From an optimization exercise on the open Yosys and OpenROAD flow, aimed at small area and few clock cycles per item; shortcuts taken in it are not production practice.
At most, simulation tests tie the RTL to the original design; equivalence was not proved.
For run 1, only the layout was checked, not whether the RTL still works.
Power is estimated from default activity; no workload was simulated.

==> flow/design.v <==
`timescale 1ns / 1ps
package bhs_pkg;
    localparam int DEF_BUCKET_COUNT     = 10;
    localparam int DEF_SLOTS_PER_BUCKET = 8;
    localparam int KEY_W = 31;
    localparam int CMD_W = 2;
    localparam int STS_W = 2;
    localparam logic [CMD_W-1:0] CMD_FIND   = 2'd0;
    localparam logic [CMD_W-1:0] CMD_INSERT = 2'd1;
    localparam logic [CMD_W-1:0] CMD_DELETE = 2'd2;
    localparam logic [STS_W-1:0] ST_OK   = 2'd0;
    localparam logic [STS_W-1:0] ST_MISS = 2'd1;
    localparam logic [STS_W-1:0] ST_FULL = 2'd2;
    typedef struct packed {
        logic [STS_W-1:0] status;
        logic             row_we;
    } t_upd_ctl;
    typedef enum logic {
        CLR_SWEEP,
        CLR_DONE
    } t_clr_state;
endpackage
`timescale 1ns / 1ps
import bhs_pkg::*;
module bhs_bucket_calc #(
    parameter int BUCKET_COUNT = DEF_BUCKET_COUNT
) (
    input  logic [KEY_W-1:0]        i_key,
    output logic [BUCKET_COUNT-1:0] o_bucket_sel,
    output logic [KEY_W-4:0]        o_code
);
    logic [29:0] w_x;
    logic [6:0]  w_sum;
    logic [4:0]  w_fold;
    logic [2:0]  w_c;
    logic [2:0]  w_tag;
    assign w_x = i_key[30:1];
    assign w_sum = 7'(w_x[3:0])   + 7'(w_x[7:4])   + 7'(w_x[11:8])  + 7'(w_x[15:12]) +
                   7'(w_x[19:16]) + 7'(w_x[23:20]) + 7'(w_x[27:24]) + 7'(w_x[29:28]);
    assign w_fold = 5'(w_sum[6:4]) + 5'(w_sum[3:0]);
    always_comb begin
        case (w_fold)
            5'd0, 5'd5, 5'd10, 5'd15, 5'd20: w_c = 3'd0;
            5'd1, 5'd6, 5'd11, 5'd16, 5'd21: w_c = 3'd1;
            5'd2, 5'd7, 5'd12, 5'd17:        w_c = 3'd2;
            5'd3, 5'd8, 5'd13, 5'd18:        w_c = 3'd3;
            default:                         w_c = 3'd4;
        endcase
    end
    always_comb begin
        case (w_c)
            3'd0:    w_tag = 3'd4;
            3'd1:    w_tag = 3'd3;
            3'd2:    w_tag = 3'd2;
            3'd3:    w_tag = 3'd1;
            default: w_tag = 3'd0;
        endcase
    end
    assign o_code = {i_key[30:6], i_key[5:3] ^ w_tag};
    always_comb begin
        logic [BUCKET_COUNT-1:0] v_sel;
        v_sel = '0;
        for (int b = 0; b < BUCKET_COUNT; b++) begin
            v_sel[b] = (b == 2 * int'(w_c) + int'(i_key[0]));
        end
        o_bucket_sel = v_sel;
    end
endmodule
`timescale 1ns / 1ps
import bhs_pkg::*;
module bhs_slot #(
    parameter int W = KEY_W - 3
) (
    input  logic         i_clk,
    input  logic         i_keep,
    input  logic         i_ins,
    input  logic [W-1:0] i_code,
    output logic [W-1:0] o_code
);
    logic [W-1:0] r_code;
    always_ff @(posedge i_clk) begin
        r_code <= (r_code & {W{i_keep}}) | (i_code & {W{i_ins}});
    end
    assign o_code = r_code;
endmodule
module bhs_row_store #(
    parameter int BUCKET_COUNT     = DEF_BUCKET_COUNT,
    parameter int SLOTS_PER_BUCKET = DEF_SLOTS_PER_BUCKET
) (
    input  logic                                  i_clk,
    input  logic                                  i_rst_n,
    input  logic                                  i_we,
    input  logic [BUCKET_COUNT-1:0]               i_bucket_sel,
    input  logic [SLOTS_PER_BUCKET-1:0]           i_slot_set,
    input  logic [SLOTS_PER_BUCKET-1:0]           i_slot_clr,
    input  logic [KEY_W-4:0]                      i_wr_code,
    output logic [SLOTS_PER_BUCKET*(KEY_W-3)-1:0] o_rd_codes
);
    localparam int CODE_W = KEY_W - 3;
    logic [CODE_W-1:0] r_slot [BUCKET_COUNT][SLOTS_PER_BUCKET];
    logic [SLOTS_PER_BUCKET-1:0] w_keep [BUCKET_COUNT];
    logic [SLOTS_PER_BUCKET-1:0] w_ins  [BUCKET_COUNT];
    always_comb begin
        for (int b = 0; b < BUCKET_COUNT; b++) begin
            for (int s = 0; s < SLOTS_PER_BUCKET; s++) begin
                w_keep[b][s] = i_rst_n && !(i_we && i_bucket_sel[b] && i_slot_clr[s]);
                w_ins[b][s]  = i_rst_n && i_we && i_bucket_sel[b] && i_slot_set[s];
            end
        end
    end
    for (genvar b = 0; b < BUCKET_COUNT; b++) begin : g_bkt
        for (genvar s = 0; s < SLOTS_PER_BUCKET; s++) begin : g_slot
            bhs_slot #(
                .W (CODE_W)
            ) u_slot (
                .i_clk  (i_clk),
                .i_keep (w_keep[b][s]),
                .i_ins  (w_ins[b][s]),
                .i_code (i_wr_code),
                .o_code (r_slot[b][s])
            );
        end
    end
    always_comb begin
        logic [SLOTS_PER_BUCKET*CODE_W-1:0] v_rd;
        v_rd = '0;
        for (int b = 0; b < BUCKET_COUNT; b++) begin
            for (int s = 0; s < SLOTS_PER_BUCKET; s++) begin
                v_rd[s*CODE_W +: CODE_W] = v_rd[s*CODE_W +: CODE_W] |
                    (r_slot[b][s] & {CODE_W{i_bucket_sel[b]}});
            end
        end
        o_rd_codes = v_rd;
    end
endmodule
`timescale 1ns / 1ps
import bhs_pkg::*;
module bhs_update #(
    parameter int SLOTS_PER_BUCKET = DEF_SLOTS_PER_BUCKET
) (
    input  logic [CMD_W-1:0]                      i_cmd,
    input  logic [KEY_W-4:0]                      i_code,
    input  logic [SLOTS_PER_BUCKET*(KEY_W-3)-1:0] i_row_codes,
    output logic [STS_W-1:0]                      o_status,
    output logic [SLOTS_PER_BUCKET-1:0]           o_set,
    output logic [SLOTS_PER_BUCKET-1:0]           o_clr
);
    localparam int CODE_W = KEY_W - 3;
    logic [SLOTS_PER_BUCKET-1:0] w_hit;
    logic [SLOTS_PER_BUCKET-1:0] w_free;
    logic [SLOTS_PER_BUCKET-1:0] w_first;
    logic                        w_hit_any;
    logic                        w_full;
    always_comb begin
        for (int s = 0; s < SLOTS_PER_BUCKET; s++) begin
            w_hit[s]  = (i_row_codes[s*CODE_W +: CODE_W] == i_code);
            w_free[s] = ~|i_row_codes[s*CODE_W +: CODE_W];
        end
    end
    assign w_first   = w_free & (~w_free + SLOTS_PER_BUCKET'(1));
    assign w_hit_any = |w_hit;
    assign w_full    = ~|w_free;
    always_comb begin
        o_status = ST_MISS;
        o_set    = '0;
        o_clr    = '0;
        case (i_cmd)
            CMD_FIND: begin
                o_status = w_hit_any ? ST_OK : ST_MISS;
            end
            CMD_INSERT: begin
                if (w_hit_any) begin
                    o_status = ST_MISS;
                end else if (w_full) begin
                    o_status = ST_FULL;
                end else begin
                    o_status = ST_OK;
                    o_set    = w_first;
                end
            end
            CMD_DELETE: begin
                if (w_hit_any) begin
                    o_status = ST_OK;
                    o_clr    = w_hit;
                end
            end
            default: begin
                o_status = ST_MISS;
            end
        endcase
    end
endmodule
`timescale 1ns / 1ps
import bhs_pkg::*;
module bucketed_hash_set #(
    parameter int BUCKET_COUNT     = DEF_BUCKET_COUNT,
    parameter int SLOTS_PER_BUCKET = DEF_SLOTS_PER_BUCKET
) (
    input  logic      i_clk,
    input  logic      i_rst_n,
    input  logic             i_req_valid,
    output logic             o_req_ready,
    input  logic [CMD_W-1:0] i_req_command,
    input  logic [KEY_W-1:0] i_req_key,
    output logic             o_rsp_valid,
    input  logic             i_rsp_ready,
    output logic [STS_W-1:0] o_rsp_status
);
    localparam int CODE_W = KEY_W - 3;
    logic                                  r_v;
    logic [CMD_W-1:0]                      r_cmd;
    logic [BUCKET_COUNT-1:0]               r_sel;
    logic [CODE_W-1:0]                     r_code;
    logic                                  w_acc;
    logic                                  w_done;
    logic [BUCKET_COUNT-1:0]               w_sel;
    logic [CODE_W-1:0]                     w_code;
    logic [SLOTS_PER_BUCKET*CODE_W-1:0]    w_row;
    logic [STS_W-1:0]                      w_status;
    logic [SLOTS_PER_BUCKET-1:0]           w_set;
    logic [SLOTS_PER_BUCKET-1:0]           w_clr;
    assign o_req_ready = !r_v || i_rsp_ready;
    assign w_acc       = i_req_valid && o_req_ready;
    assign w_done      = r_v && i_rsp_ready;
    bhs_bucket_calc #(
        .BUCKET_COUNT (BUCKET_COUNT)
    ) u_calc (
        .i_key        (i_req_key),
        .o_bucket_sel (w_sel),
        .o_code       (w_code)
    );
    always_ff @(posedge i_clk) begin
        if (!i_rst_n) begin
            r_v <= 1'b0;
        end else if (o_req_ready) begin
            r_v <= i_req_valid;
        end
    end
    always_ff @(posedge i_clk) begin
        if (w_acc) begin
            r_cmd  <= i_req_command;
            r_sel  <= w_sel;
            r_code <= w_code;
        end
    end
    bhs_row_store #(
        .BUCKET_COUNT     (BUCKET_COUNT),
        .SLOTS_PER_BUCKET (SLOTS_PER_BUCKET)
    ) u_store (
        .i_clk        (i_clk),
        .i_rst_n      (i_rst_n),
        .i_we         (w_done),
        .i_bucket_sel (r_sel),
        .i_slot_set   (w_set),
        .i_slot_clr   (w_clr),
        .i_wr_code    (r_code),
        .o_rd_codes   (w_row)
    );
    bhs_update #(
        .SLOTS_PER_BUCKET (SLOTS_PER_BUCKET)
    ) u_update (
        .i_cmd       (r_cmd),
        .i_code      (r_code),
        .i_row_codes (w_row),
        .o_status    (w_status),
        .o_set       (w_set),
        .o_clr       (w_clr)
    );
    assign o_rsp_valid  = r_v;
    assign o_rsp_status = w_status;
endmodule
==> flow/run.sh <==
#!/bin/bash
# synth_recipe.tcl (not shown) runs the flow's synth.tcl, then flattens the netlist and writes it again
# the make line also repeats each setting of config.mk as NAME=value (left out here)
make -C /OpenROAD-flow-scripts/flow DESIGN_CONFIG=/design/flow/config.mk WORK_HOME=/design/flow/orfs CLKGATE_MAP_FILE= SYNTH_SCRIPT=/design/flow/synth_recipe.tcl finish
==> flow/config.mk <==
export PLATFORM = sky130hd
export DESIGN_NAME = bucketed_hash_set
export DESIGN_NICKNAME = bucketed_hash_set
export VERILOG_FILES = /design/flow/design.v
export SDC_FILE = /design/flow/constraint.sdc
export NUM_CORES = 4
export LEC_CHECK = 0
export CAP_MARGIN = 20
export CORE_MARGIN = 2
export CORE_UTILIZATION = 40
export CTS_BUF_LIST = sky130_fd_sc_hd__clkbuf_4 sky130_fd_sc_hd__clkbuf_8
export SLEW_MARGIN = 20
export SYNTH_HIERARCHICAL = 1
==> flow/constraint.sdc <==
create_clock -name core_clock -period 10.0 [get_ports {i_clk}]
set_input_delay 2.0000 -clock core_clock [delete_from_list [all_inputs] [get_ports {i_clk}]]
set_output_delay 2.0000 -clock core_clock [all_outputs]
set_load 0.01 [all_outputs]
==> key figures, run 1 <==
Critical path
  – CP most frequent cell: nand4_1
  – Critical Path Source Type: register
  – Crit. End Element: primary output
  – CP arrival: about 6200 ps
  – Req. time, crit path: around 8000 ps
  – Worst path max stage delay: a little under 900 ps
  – Critical setup path kind: reg2out
  – Worst-path fanout max: 38
  – Crit-path cells: buf_4, buf_4, a22o_1, a221oi_2, nand4_1, xnor2_1, nand4_1, nor4_1, nand4_1, nand4_2, nor4b_4, o21ba_2, clkdlybuf4s50_1
  – Worst path slowest cell: edfxtp_1

Final layout
  – Area added between synthesis and finish: 8.08%
  – Fillers: around 21000
  – Share of layout cells above drive strength 1: 23.1%
  – Nets@finish: around 7300

Synthesis
  – Leading post-synthesis cells by cell area: dfxtp_1 (50%), a22o_1 (18%), buf_6 (6.6%), a22o_2 (6.2%), a22oi_1 (5.6%)
  – Synth warn: 16
  – Main synth FF type: dfxtp_1
  – Most frequent cells after synthesis: dfxtp_1 (2241), a22o_1 (1904), a22oi_1 (674)
  – Async SR Flop Fraction: 0%
  – Most frequent cell after synthesis: dfxtp_1
  – Post-Synthesis Cells: 7418
  – Mapped Area: ~90000 um^2
  – Syn Nets: between 7000 and 8000
  – Post-synthesis register bit count: 2281
  – Average cell area after synthesis: roughly 12 um^2
  – Post-synth EDFFs: 40
  – Sequential area share after synthesis: 50.8%
  – Synth top area share: between 40% and 50%
  – Post-synth top area cell: dfxtp_1
  – Unique masters post-synth: 57

Placement
  – Place WS: roughly 1800 ps
  – HPWL after DPL: ~160000 um
  – GPL Wtd Cong: about 0.83
  – Port bufs: 40

Routing
  – DR WL/cell: about 30 um
  – Vias: 69500
  – DRT Wirelength: 313000 um
  – Drt first-iter violations: about 7900
  – Drt pass-1 iters: 8
  – Antenna Nets Post-Route: 0
  – Via/cell ratio: 6.62
  – DRC errors left: 0

Power
  – Worst VDD drop: around 0.00056 V
  – Power Density: between 200 and 250 nW/um^2
  – Sw frac: a little over a third
  – Int Pwr: 15.6 mW
  – Design Power: roughly 24 mW
  – Leakage power total: ~37 nW
  – Sequential share of power: about 39%
  – Clock power frac: 35.9%
  – Combinational power share: 24.8%
  – P_sw: about 8.5 mW

STA
  – Final hold viol count: 0
  – Final WS setup: ~1800 ps
  – Normalized max-slew margin: around a fifth
  – Peak Freq: approximately 120 MHz
  – RSZ-0062 raised after global routing: no
  – Setup TNS: 0 ps
  – Period utilisation layout: 82.0%
  – # setup viols final: 0
  – Slew Viols, Final: 0
  – Final clock skew: approximately 76 ps
  – Final min period: a little over 8000 ps
  – Worst-Margin Slew: around 1200 ps

CTS
  – Clock-pin slew on the worst setup and hold paths: ~60 ps
  – CTS Buf Count: 385
  – Resize count post-CTS: 0
  – Root Driver: clkbuf_8
  – Later-pin clock latency in the skew report: 1100 ps
  – CTS tree: done
  – CTS Buffer Depth: 4
  – Clock sink count: 2281
  – Hold bufs inserted after CTS: 0
  – Post-CTS repair timing setup buffer count: 0
  – H-tree depth: 5

Floorplan
  – Total die area: 230000 um^2
  – Core ar.: about 230000 um^2
  – Die Ht: between 400 and 500 um
  – IO Pins: between 40 and 50
  – Die Wd: between 400 and 500 um
  – Num rows: approximately 170
  – Initial Utilization: approximately 40%

Worst hold path
  – Min-Delay Path Class: reg2reg

Global route
  – Grt total ovfl: 0
  – Largest net degree at the start of global routing: ~130
  – Vias in the first global route: 69400
  – Initial antenna violation count: 7
  – Total global-route track usage: a little over a quarter
  – Global-route wire length before repair: between 400000 and 500000 um

Job
  – Max-cap violations: 0

Run status
  – Status: complete, no violations
-- critical path: cells and delay by family, from the launching register on --
family / cells / cell delay, ps
AOI/OAI and AO/OA: 3 / 560
xor gates and xnor gates: 1 / 160
DFF: 1 / 880
buffers and inverters: 3 / 1920
and+or+nand+nor: 6 / 1570
-- power groups by stage --
stage	registers [mW]	logic [mW]	clock network [mW]
finish	9.46	5.99	8.66
CTS	9.46	5.81	8.75
detailed placement	9.66	5.80	0
floorplan	9.72	3.73	0
global placement	9.66	5.67	0
global route	9.47	6.24	9.19
-- through the flow --
stage	hold slack [ps]	utilization (%)	area [um^2]	std cells
after floorplan	449	-	90600	7418
after global placement	462	40.0	90000	9838
after detailed placement	465	40.0	90000	9839
after CTS	482	43.5	97900	10500
after global routing	494	43.5	97900	10500
final	477	43.5	97900	10500
-- layer usage --
layer / global-route usage (%) / vias to the layer above / routed length [um]
li1: - / 29400 / -
met1: 35.0 / 35800 / 134000
met2: 40.6 / 3568 / 141000
met3: 5.38 / 718 / 27600
met4: 10.5 / 0 / 11200
met5: 0 / - / 0
-- path summary, 6_finish.rpt --
| check | start | endpoint | slack [ps] | cells after the start |
|---|---|---|---|---|
| max | r_sel[5] | o_rsp_status[0] | 1800 | 13 |
| min | u_store.g_bkt[8].g_slot[0].u_slot.r_code[25] | u_store.g_bkt[8].g_slot[0].u_slot.r_code[25] | 480 | 1 |
| max reg2reg | r_sel[5] | u_store.g_bkt[0].g_slot[3].u_slot.r_code[4] | 3950 | 13 |
| min reg2reg | u_store.g_bkt[8].g_slot[0].u_slot.r_code[25] | u_store.g_bkt[8].g_slot[0].u_slot.r_code[25] | 480 | 1 |
-- area by class of cell --
type                    instances  area [um^2]  area share (%)
flip-flops and latches       2281        46100            47.0
multi-input cells            4271        37600            38.4
clock inverters                47          378           0.386
inverters                      47          176           0.180
well taps                    2992         3740            3.82
repair buffers                248         2450            2.51
clock buffers                 603         7520            7.68
diodes                          6         15.0          0.0153
-- registers in the layout, summed over array words and instances, names as in the netlist --
signal                              flops
r_cmd                                   2
u_store.g_bkt.g_slot.u_slot.r_code   2240
r_code                                 28
r_sel                                  10
r_v                                     1
-- cell usage in the layout, fill, tap and decap left out, types with 39 or more instances in the layout --
cell and count:
buf_4 170, a22o_2 560, nor4_1 89, clkbuf_8 478, xnor2_1 133, a221oi_1 64, a221oi_2 160, xor2_1 97
a21boi_2 65, nand4_1 275, a22o_1 1904, clkbuf_4 125, inv_1 47, a22oi_1 674, clkdlybuf4s50_1 39, and3_2 48
edfxtp_1 40, dfxtp_1 2241
-- cell families after synthesis --
logic type	after synthesis	synth area share, %
AOI/OAI and AO/OA	3460	34.2
and+or+nand+nor	536	3.65
DFF	2281	50.8
xor gates and xnor gates	232	2.26
muxes	5	0.0621
adders and majority gates	38	0.707
buffers and inverters	866	8.24
==> run 2: changes to the inputs <==
--- a/flow/design.v
+++ b/flow/design.v
@@ -68,21 +68,6 @@
 endmodule
 `timescale 1ns / 1ps
 import bhs_pkg::*;
-module bhs_slot #(
-    parameter int W = KEY_W - 3
-) (
-    input  logic         i_clk,
-    input  logic         i_keep,
-    input  logic         i_ins,
-    input  logic [W-1:0] i_code,
-    output logic [W-1:0] o_code
-);
-    logic [W-1:0] r_code;
-    always_ff @(posedge i_clk) begin
-        r_code <= (r_code & {W{i_keep}}) | (i_code & {W{i_ins}});
-    end
-    assign o_code = r_code;
-endmodule
 module bhs_row_store #(
     parameter int BUCKET_COUNT     = DEF_BUCKET_COUNT,
     parameter int SLOTS_PER_BUCKET = DEF_SLOTS_PER_BUCKET
@@ -91,34 +76,21 @@
     input  logic                                  i_rst_n,
     input  logic                                  i_we,
     input  logic [BUCKET_COUNT-1:0]               i_bucket_sel,
-    input  logic [SLOTS_PER_BUCKET-1:0]           i_slot_set,
-    input  logic [SLOTS_PER_BUCKET-1:0]           i_slot_clr,
+    input  logic [SLOTS_PER_BUCKET-1:0]           i_slot_we,
     input  logic [KEY_W-4:0]                      i_wr_code,
     output logic [SLOTS_PER_BUCKET*(KEY_W-3)-1:0] o_rd_codes
 );
     localparam int CODE_W = KEY_W - 3;
     logic [CODE_W-1:0] r_slot [BUCKET_COUNT][SLOTS_PER_BUCKET];
-    logic [SLOTS_PER_BUCKET-1:0] w_keep [BUCKET_COUNT];
-    logic [SLOTS_PER_BUCKET-1:0] w_ins  [BUCKET_COUNT];
-    always_comb begin
+    logic [CODE_W-1:0] w_wr_code;
+    assign w_wr_code = i_wr_code & {CODE_W{i_rst_n}};
+    always_ff @(posedge i_clk) begin
         for (int b = 0; b < BUCKET_COUNT; b++) begin
             for (int s = 0; s < SLOTS_PER_BUCKET; s++) begin
-                w_keep[b][s] = i_rst_n && !(i_we && i_bucket_sel[b] && i_slot_clr[s]);
-                w_ins[b][s]  = i_rst_n && i_we && i_bucket_sel[b] && i_slot_set[s];
-            end
-        end
-    end
-    for (genvar b = 0; b < BUCKET_COUNT; b++) begin : g_bkt
-        for (genvar s = 0; s < SLOTS_PER_BUCKET; s++) begin : g_slot
-            bhs_slot #(
-                .W (CODE_W)
-            ) u_slot (
-                .i_clk  (i_clk),
-                .i_keep (w_keep[b][s]),
-                .i_ins  (w_ins[b][s]),
-                .i_code (i_wr_code),
-                .o_code (r_slot[b][s])
-            );
+                if (!i_rst_n || (i_we && i_bucket_sel[b] && i_slot_we[s])) begin
+                    r_slot[b][s] <= w_wr_code;
+                end
+            end
         end
     end
     always_comb begin
@@ -219,6 +191,8 @@
     logic [STS_W-1:0]                      w_status;
     logic [SLOTS_PER_BUCKET-1:0]           w_set;
     logic [SLOTS_PER_BUCKET-1:0]           w_clr;
+    logic [SLOTS_PER_BUCKET-1:0]           w_slot_we;
+    logic [CODE_W-1:0]                     w_wr_code;
     assign o_req_ready = !r_v || i_rsp_ready;
     assign w_acc       = i_req_valid && o_req_ready;
     assign w_done      = r_v && i_rsp_ready;
@@ -243,6 +217,8 @@
             r_code <= w_code;
         end
     end
+    assign w_slot_we = w_set | w_clr;
+    assign w_wr_code = (r_cmd == CMD_INSERT) ? r_code : '0;
     bhs_row_store #(
         .BUCKET_COUNT     (BUCKET_COUNT),
         .SLOTS_PER_BUCKET (SLOTS_PER_BUCKET)
@@ -251,9 +227,8 @@
         .i_rst_n      (i_rst_n),
         .i_we         (w_done),
         .i_bucket_sel (r_sel),
-        .i_slot_set   (w_set),
-        .i_slot_clr   (w_clr),
-        .i_wr_code    (r_code),
+        .i_slot_we    (w_slot_we),
+        .i_wr_code    (w_wr_code),
         .o_rd_codes   (w_row)
     );
     bhs_update #(
--- a/flow/config.mk
+++ b/flow/config.mk
@@ -8,6 +8,4 @@
 export CAP_MARGIN = 20
 export CORE_MARGIN = 2
 export CORE_UTILIZATION = 40
-export CTS_BUF_LIST = sky130_fd_sc_hd__clkbuf_4 sky130_fd_sc_hd__clkbuf_8
 export SLEW_MARGIN = 20
-export SYNTH_HIERARCHICAL = 1
==> key figures, run 2 <==
Routing
  – DRC errors left: 0 (unchanged)
  – Met2 Routed Length: 126000 um (-11%)
  – Max layer used: met5
  – DRT Wirelength: 271000 um (-13%)
  – Vias: 51700 (-26%)
  – Met3 routed WL: 28400 um (+3.2%)
  – Wl on met1: 106000 um (-21%)
  – Via/cell ratio: 6.31 (-4.8%)
  – DR WL/cell: 33.1 um (+11%)
  – Drt first-iter violations: 7350 (-7.2%)
  – Antenna Nets Post-Route: 0 (unchanged)
  – Drt pass-1 iters: 9 (+1)

Final layout
  – Commonest cells after routing, fill and taps aside: edfxtp_1 (2280), a22oi_1 (769), clkbuf_16 (223)
  – Largest register by flop count: u_store.r_slot
  – Final core occ: 45.7% (+2.2 points)
  – Area added between synthesis and finish: 13.7%
  – Final Instance Area: 99100 um^2 (+1.1%)
  – Nets@finish: 5235 (-28%)
  – Commonest non-fill, non-tap cell in the layout: edfxtp_1
  – Largest regs: u_store.r_slot: 2240 flops, r_code: 28 flops, r_sel: 10 flops
  – Max FFs per register: 2240 (unchanged)
  – Share of layout cells above drive strength 1: 11.7% (-11 points)

Synthesis
  – Post-synthesis register bit count: 2281 (unchanged)
  – Post-Synthesis Cells: 4990 (-33%)
  – Async SR Flop Fraction: 0% (unchanged)
  – Syn Nets: 5064 (-32%)
  – Average cell area after synthesis: 17.5 um^2 (+43%)
  – Post-synth EDFFs: 2280 (+5600%)
  – Most frequent cells after synthesis: edfxtp_1 (2280), a22oi_1 (769), a22o_1 (188)
  – Post-synth top area cell: edfxtp_1
  – Synth top area share: 78.6% (+29 points)
  – Unique masters post-synth: 65 (+14%)
  – Synth warn: 5 (-11)
  – Leading post-synthesis cells by cell area: edfxtp_1 (79%), a22oi_1 (6.6%), a22o_1 (1.9%), a221oi_1 (1.6%), and3_1 (0.96%)
  – Sequential area share after synthesis: 78.6% (+28 points)
  – Mapped Area: 87100 um^2 (-3.9%)
  – Most frequent cell after synthesis: edfxtp_1
  – Main synth FF type: edfxtp_1

CTS
  – Clock sink count: 2281 (unchanged)
  – CTS Buffer Depth: 3 (-1)
  – Root Driver: clkbuf_16
  – CTS Buf Count: 220 (-43%)
  – Clock-pin slew on the worst setup and hold paths: 60 ps (about the same)
  – Resize count post-CTS: 0 (unchanged)
  – Later-pin clock latency in the skew report: 860 ps (-240 ps)
  – Hold bufs inserted after CTS: 0 (unchanged)
  – Post-CTS repair timing setup buffer count: 0 (unchanged)
  – CTS tree: done
  – H-tree depth: 4 (-1)

Placement
  – GPL Wtd Cong: 0.871 (+4.9%)
  – Place WS: 1510 ps (-283 ps)
  – Dpl cell area: 92200 um^2 (+2.4%)
  – Port bufs: 40 (unchanged)
  – HPWL after DPL: 144000 um (-9.9%)

STA
  – Normalized max-slew margin: 17.5% (-2.4 points)
  – Final WS setup: 1890 ps (+88.1 ps)
  – Slew Viols, Final: 0 (unchanged)
  – Period utilisation layout: 81.1% (-0.88 points)
  – Final hold viol count: 0 (unchanged)
  – # setup viols final: 0 (unchanged)
  – Final clock skew: 42.6 ps (-33.1 ps)
  – Worst-Margin Slew: 1230 ps (+28.2 ps)
  – Final min period: 8110 ps (-88.1 ps)
  – Setup TNS: 0 ps (unchanged)
  – RSZ-0062 raised after global routing: no
  – Peak Freq: 123 MHz (+1.1%)

Power
  – Clock power frac: 29.0% (-6.9 points)
  – Leakage power total: 33.9 nW (-8.5%)
  – Sw frac: 34.1% (-1.1 points)
  – P_sw: 9.23 mW (+8.6%)
  – Combinational power share: 28.7% (+3.9 points)
  – Worst VDD drop: 0.000458 V (-18%)
  – Power Density: 273 nW/um^2 (+11%)
  – Int Pwr: 17.8 mW (+14%)
  – Sequential share of power: 42.2% (+3.0 points)

Critical path
  – Req. time, crit path: 8000 ps (about the same)
  – Critical setup path kind: reg2out
  – Critical Path Source Type: register
  – Worst-path fanout max: 19 (-50%)
  – Crit. End Element: primary output
  – CP arrival: 6110 ps (-90 ps)

Floorplan
  – Die Ht: 471 um (-1.9%)
  – Initial Utilization: 40.2% (-0.057 points)
  – IO Pins: 41 (unchanged)
  – Die Wd: 471 um (-1.9%)
  – Num rows: 171 (-1.7%)
  – Core ar.: 217000 um^2 (-3.7%)
  – Total die area: 222000 um^2 (-3.8%)

Global route
  – Vias in the first global route: 50300 (-27%)
  – Total global-route track usage: 23.9% (-2.2 points)
  – Global-route wire length before repair: 379000 um (-18%)
  – Grt total ovfl: 0 (unchanged)
  – Initial antenna violation count: 20 (+13)
  – Largest net degree at the start of global routing: 118 (-5.6%)

Worst hold path
  – Min-Delay Path Class: reg2reg

Job
  – Max-cap violations: 0 (unchanged)

Run status
  – Status: complete, no violations
-- run 2: cells by family after synthesis --
logic type,after synthesis,share of synthesized area (%)
flops,2281,78.6
mux,3,0.0488
fa+ha+maj,37,0.704
compound gates,1399,12.2
xor+xnor,91,0.915
simple gates,826,5.44
buf+inv,353,2.08
-- run 2: cell type report --
cell class              count  area [um^2]
clock buffers             294         5850
inverters                  65          245
fillers                 18300       118000
multi-input cells        2356        17800
well taps                2854         3570
repair buffers            237         2280
diodes                      7         17.5
flip-flops and latches   2281        68500
clock inverters           105          821
-- run 2: power by group through the flow --
| stage | Combinational (mW) | Clock [mW] | Sequential, mW |
|---|---|---|---|
| 3_3_place_gp | 7.52 | 0 | 11.6 |
| 3_5_place_dp | 7.61 | 0 | 11.6 |
| 4_1_cts | 7.64 | 7.92 | 11.4 |
| 6_report | 7.77 | 7.85 | 11.4 |
| 2_1_floorplan | 4.95 | 0 | 11.5 |
| 5_1_grt | 8.22 | 8.28 | 11.5 |
-- run 2: worst max-delay path: stages, from the launching register on --
cell and delay (ps):
edfxtp_1 1070, buf_4 540, buf_4 350, a22o_1 180
a221oi_1 40, and3_1 260, xnor2_1 150, nand4_1 120
nor4_1 430, nand4_1 370, and3_1 320, a31oi_1 700
clkdlybuf4s50_1 680
-- run 2: metal layers --
metal / vias to the layer above / GRT usage [%]
met4: 10 / 9.44
met1: 27000 / 32.4
met3: 497 / 4.99
met5: - / 0
li1: 21200 / -
met2: 2980 / 37.6
-- run 2: final timing paths --
path              startpoint                     end  slack (ps)  cells past startpoint
hold / removal           r_v                     r_v         550                      2
hold reg to reg          r_v                     r_v         550                      2
setup reg to reg    r_sel[4]  u_store.r_slot[11][12]        4130                     14
setup / recovery    r_sel[4]         o_rsp_status[0]        1890                     12
-- run 2: through the flow --
step / instances / hold slack, ps / total power, mW
2_1_floorplan: 4990 / 617 / 16.4
3_5_place_dp: 7786 / 544 / 19.2
6_report: 8199 / 550 / 27.0
4_1_cts: 8185 / 556 / 27.0
5_1_grt: 8193 / 606 / 28.0
3_3_place_gp: 7786 / 519 / 19.1
Testbench counts of run 2, summed over its fixed seeds: cycles 24,008, items 24,000.

[port drivers added, routing unchanged]
How much do the figures lean on ideal ports? The routed layouts below were timed once more, with nothing changed but the port constraints. Step 1 sets driving cells, clkbuf_16 on the clock port and buf_2 on the other inputs (assumed; they add their load-dependent delay and slew). Step 2 moves the port delays by t, midway between the first and last clock arrival at a register: inputs arrive t later, outputs are due t later. That takes back most of the time a late clock gives input paths. a / b / c = ideal / step 1 / step 2; a / b = the first two.
| run | shift t [ns] | setup slack, ns | worst setup path after step 2 | slew at the worst register clock pin (ns) |
|---|---|---|---|---|
| run 1 | 1.145 | 1.805 / 1.722 / 1.722 | input to register | 0.07 / 0.07 |
| run 2 | 0.927 | 1.893 / 1.805 / 1.452 | input to register | 0.07 / 0.07 |
After both steps setup and hold are still met in every run listed. The setup slack of run 2, which loses most, moves by -0.088 ns with the drivers and by -0.441 ns with both steps.
